What follows belongs to an exercise in optimizing a design on an open flow for small area, a short achievable clock period and few clock cycles per item; a production flow would make more cautious choices.
Only simulation tests tie the RTL to the original design; equivalence was not proved.
No activity file was given, so power comes from the tool's default toggle rates.

## P
## linked_piece_set_table
module linked_piece_set_table (
    input  logic        clk,
    input  logic        rst_n,
    input  logic        s_tvalid,
    output logic        s_tready,
    input  logic [15:0] s_tdata,
    output logic        m_tvalid,
    input  logic        m_tready,
    output logic [7:0]  m_tdata
);
Size in the first run: ~1600 cells after synthesis, ~30 I/O pins, about 23000 um^2 of cells after synthesis.
==> flow/config.mk <==
export PLATFORM = sky130hd
export DESIGN_NAME = linked_piece_set_table
export DESIGN_NICKNAME = linked_piece_set_table
export VERILOG_FILES = /design/flow/design.v
export SDC_FILE = /design/flow/constraint.sdc
export NUM_CORES = 4
export LEC_CHECK = 0
export CAP_MARGIN = 20
export CORE_MARGIN = 2
export CORE_UTILIZATION = 50
export CTS_CLUSTER_DIAMETER = 100
export CTS_CLUSTER_SIZE = 30
export GPL_ROUTABILITY_DRIVEN = 0
export PLACE_DENSITY = 0.75
export SETUP_SLACK_MARGIN = 4.1
export SLEW_MARGIN = 20
export TNS_END_PERCENT = 10
==> flow/constraint.sdc <==
create_clock -name core_clock -period 6.5 [get_ports {clk}]
set_input_delay 1.3000 -clock core_clock [delete_from_list [all_inputs] [get_ports {clk}]]
set_output_delay 1.3000 -clock core_clock [all_outputs]
set_load 0.01 [all_outputs]
run.sh (not shown) runs the stock make flow with config.mk's settings and CLKGATE_MAP_FILE= SYNTH_SCRIPT=/design/flow/synth_recipe.tcl, a recipe that flattens the netlist after the stock synthesis.
P was carried through to the last stage, and its layout satisfied the timing, DRC and antenna checks.
Testbench counts of P, summed over its fixed seeds: cycles 24,016, items 24,000.
## Diff of input files: Q against P
- swapping 4.1 for 4.15 in SETUP_SLACK_MARGIN
- clearing GPL_ROUTABILITY_DRIVEN, which used to be 0
### Flow results
The flow did not stop early for Q: all stages ran, and the layout cleared the timing, DRC and antenna checks.
Going from P to Q, data required time at the worst endpoint now larger; total power now larger.
Q -> P: number of placed instances with taps included flat
The final-layout clock buffer total of Q exceeds that of P by 1.
Pre-CTS worst setup slack in Q vs P: down 0.20 ns
Of the two candidates, P has the better worst hold-check slack and Q the worse one.
Looking at layout buffer count excluding clock buffers, Q sits 9 above P.
| shortest clock period the worst path allows after layout | Q vs P | 0.060 ns lower |
The sum of net half-perimeters after detailed placement of Q exceeds that of P by 3.6%.
The following lists how R was set up differently from Q:
- SETUP_SLACK_MARGIN: 4.15 -> 4.1
- PLACE_DENSITY: 0.75 -> 0.85
- CORE_UTILIZATION: 50 -> 60
==> comparison <==
- The total number of cells along the worst setup path in R sits 2 above the value recorded for Q.
- R vs Q — combinational share of power rose 0.4 points.
- Between R and Q, the total power is lower for R.
- As of R, cell count had fallen by a few percent compared to Q.
> inputs changed (R -> S)
- HOLD_SLACK_MARGIN now 0, previously not set
- PLACE_DENSITY now 0.75, was 0.85
- CORE_UTILIZATION now 50, was 60
--- outcome ---
On pre-CTS setup slack: between R and S, it ends up lower for S.
[compare] base=R new=S: power share of the combinational group decreased 0.6 points, die area increased about 20%, met2 wirelength from detailed routing decreased about 3.4%.
Setup changes, S to T
- removing HOLD_SLACK_MARGIN (formerly 0)
- changing CORE_UTILIZATION from 50 to 40
- removing PLACE_DENSITY (formerly 0.75)
### Flow results
In T relative to S, floorplan row count had gone up by more than 10%.
Summary of T over S: portion of the clock cycle consumed by the worst path in the final layout rose by 1.7 points, number of non-clock buffers rose by 22%, delay of the slowest critical-path stage rose by 0.02 ns.
Overall power consumption for T is higher than for S.
Number of combinational gates with multiple inputs delta (S -> T): insignificant
Beginning of the critical path: qd[0][0] -> S, qd[0][1] -> T
Against S, total via count after detailed routing in T rose slightly.
The first-iteration DRC count number comes out higher for S vs T.
Against S, the final cell area of T is higher.
S → T: wire length on met1 increased about 14%; worst hold slack after final layout essentially unchanged.

* * *

Setup of job 8919:
linked_piece_set_table again, from the RTL that the note above started with.
clock: 6.5 ns
lec_check: 0
cap_margin: 20
core_margin: 2
core_utilization: 50
cts_cluster_diameter: 100
cts_cluster_size: 30
place_density: 0.75
setup_slack_margin: 4.1
slew_margin: 20
tns_end_percent: 20
Testbench counts of job 8919, summed over its fixed seeds: cycles 24,016, items 24,000.
Here is what was changed in the inputs of job 6579 compared with job 8919.
# job 8919
export LEC_CHECK = 0
export CAP_MARGIN = 20
export CORE_MARGIN = 2
export CORE_UTILIZATION = 50
export CTS_CLUSTER_DIAMETER = 100
export CTS_CLUSTER_SIZE = 30
export PLACE_DENSITY = 0.75
export SETUP_SLACK_MARGIN = 4.1
export SLEW_MARGIN = 20
export TNS_END_PERCENT = 20
create_clock -name core_clock -period 6.5 [get_ports {clk}]
# job 6579
export LEC_CHECK = 0
export CAP_MARGIN = 20
export CORE_MARGIN = 2
export CORE_UTILIZATION = 50
export CTS_CLUSTER_DIAMETER = 100
export CTS_CLUSTER_SIZE = 30
export PLACE_DENSITY = 0.75
export SETUP_SLACK_MARGIN = 4.3
export SLEW_MARGIN = 20
export TNS_END_PERCENT = 10
create_clock -name core_clock -period 6.5 [get_ports {clk}]
[summary]
Total wire length after detailed routing delta for job 6579 relative to job 8919: about 12% higher
Area occupied by multi-input gates: job 6579 vs job 8919 up 4.2%
Comparing job 6579 with job 8919, the clock latency reported for the late side of the worst-skew pair came out essentially unchanged.
Job 6579 vs job 8919 — length of the first detailed-routing pass in iterations rose 2.
Where setup slack of the critical path after layout is concerned, job 8919 is outperformed by job 6579.
Job 6579 vs job 8919: global-route usage up in job 6579
From job 6579 to job 8919, synthesized area did not move at all.
Across both runs, logic gate share of total power was higher for job 6579 than for job 8919.
Against job 8919, job 6579 comes in 5.0% higher on final non-filler cell area.
NOTE post-layout total power job 8919->job 6579 increased slightly
The following lists how job 6166 was set up differently from job 6579:
# job 6579
export LEC_CHECK = 0
export CAP_MARGIN = 20
export CORE_MARGIN = 2
export CORE_UTILIZATION = 50
export CTS_CLUSTER_DIAMETER = 100
export CTS_CLUSTER_SIZE = 30
export PLACE_DENSITY = 0.75
export SETUP_SLACK_MARGIN = 4.3
export SLEW_MARGIN = 20
export TNS_END_PERCENT = 10
create_clock -name core_clock -period 6.5 [get_ports {clk}]
# job 6166
export LEC_CHECK = 0
export CAP_MARGIN = 20
export CORE_MARGIN = 2
export CORE_UTILIZATION = 50
export CTS_CLUSTER_DIAMETER = 100
export CTS_CLUSTER_SIZE = 30
export PLACE_DENSITY = 0.8
export SETUP_SLACK_MARGIN = 4.1
export SLEW_MARGIN = 20
export TNS_END_PERCENT = 10
create_clock -name core_clock -period 6.5 [get_ports {clk}]
Notes after the runs:
NOTE final routed wire length divided by cell count job 6579->job 6166 decreased by a little under 10%
The reported leakage power in job 6579 is 1.09 times that in job 6166.
Clock buffer count went down by a few percent going from job 6579 to job 6166.
Job 6579 -> job 6166: wire length the detailed router placed on met1 decreased by more than 10%
Job 6166 vs. job 6579: power went down by 1.5%.
### job 6166 -> job 7952
# job 6166
export LEC_CHECK = 0
export CAP_MARGIN = 20
export CORE_MARGIN = 2
export CORE_UTILIZATION = 50
export CTS_CLUSTER_DIAMETER = 100
export CTS_CLUSTER_SIZE = 30
export PLACE_DENSITY = 0.8
export SETUP_SLACK_MARGIN = 4.1
export SLEW_MARGIN = 20
export TNS_END_PERCENT = 10
create_clock -name core_clock -period 6.5 [get_ports {clk}]
# job 7952
export LEC_CHECK = 0
export CAP_MARGIN = 20
export CORE_MARGIN = 2
export CORE_UTILIZATION = 45
export CTS_CLUSTER_DIAMETER = 100
export CTS_CLUSTER_SIZE = 30
export PLACE_DENSITY = 0.7
export SETUP_SLACK_MARGIN = 4.1
export SLEW_MARGIN = 20
export TNS_END_PERCENT = 10
create_clock -name core_clock -period 6.5 [get_ports {clk}]
### Flow results
The non-clock buffer count of job 6166 and that of job 7952 are within noise of each other. Job 6166 → job 7952: leakage power total higher, clock share of power lower, total power lower, via count of the routed design lower. [diff] remaining max-slew budget at the tightest pin, job 7952 relative to job 6166: regression. Job 7952 vs job 6166 — number of buffers created by CTS dropped by a few percent.

==> separate check: timing with driven ports <==
The results above use ideal ports. As a check the final layouts listed here were re-extracted and re-timed, cells and wires unchanged.
Step 1 (the two cells are an assumption about what drives the block):
set clk [get_ports {clk}]
set_driving_cell -lib_cell sky130_fd_sc_hd__clkbuf_16 $clk
set_driving_cell -lib_cell sky130_fd_sc_hd__buf_2 [delete_from_list [all_inputs] $clk]
Step 2 times the ports against the registers' clock, not the clock port: input delays grow and output delays shrink by t, the midpoint of the rising clock arrivals with the driver on.
a / b / c = ideal / step 1 / step 2; a / b = the first two.
run | shift t [ns] | setup slack, ns | hold slack, ns | cell pins on the clock port's net
P | 0.623 | 4.033 / 3.975 / 3.487 | 0.487 / 0.487 / 0.487 | 1
Q | 0.621 | 4.092 / 4.036 / 3.577 | 0.476 / 0.476 / 0.476 | 1
R | 0.611 | 4.011 / 4.011 / 3.491 | 0.471 / 0.471 / 0.471 | 1
S | 0.623 | 4.058 / 4.002 / 3.521 | 0.473 / 0.473 / 0.473 | 1
T | 0.651 | 3.949 / 3.889 / 3.394 | 0.472 / 0.472 / 0.472 | 1
job 8919 | 0.617 | 4.083 / 4.052 / 3.515 | 0.480 / 0.480 / 0.480 | 1
job 6579 | 0.620 | 4.096 / 4.048 / 3.607 | 0.484 / 0.484 / 0.484 | 1
job 6166 | 0.622 | 4.026 / 3.971 / 3.543 | 0.483 / 0.483 / 0.483 | 1
job 7952 | 0.625 | 4.075 / 4.022 / 3.549 | 0.472 / 0.472 / 0.472 | 1
After both steps setup and hold are still met in every run listed. The setup slack of job 8919, which loses most, moves by -0.031 ns with the drivers and by -0.568 ns with both steps.
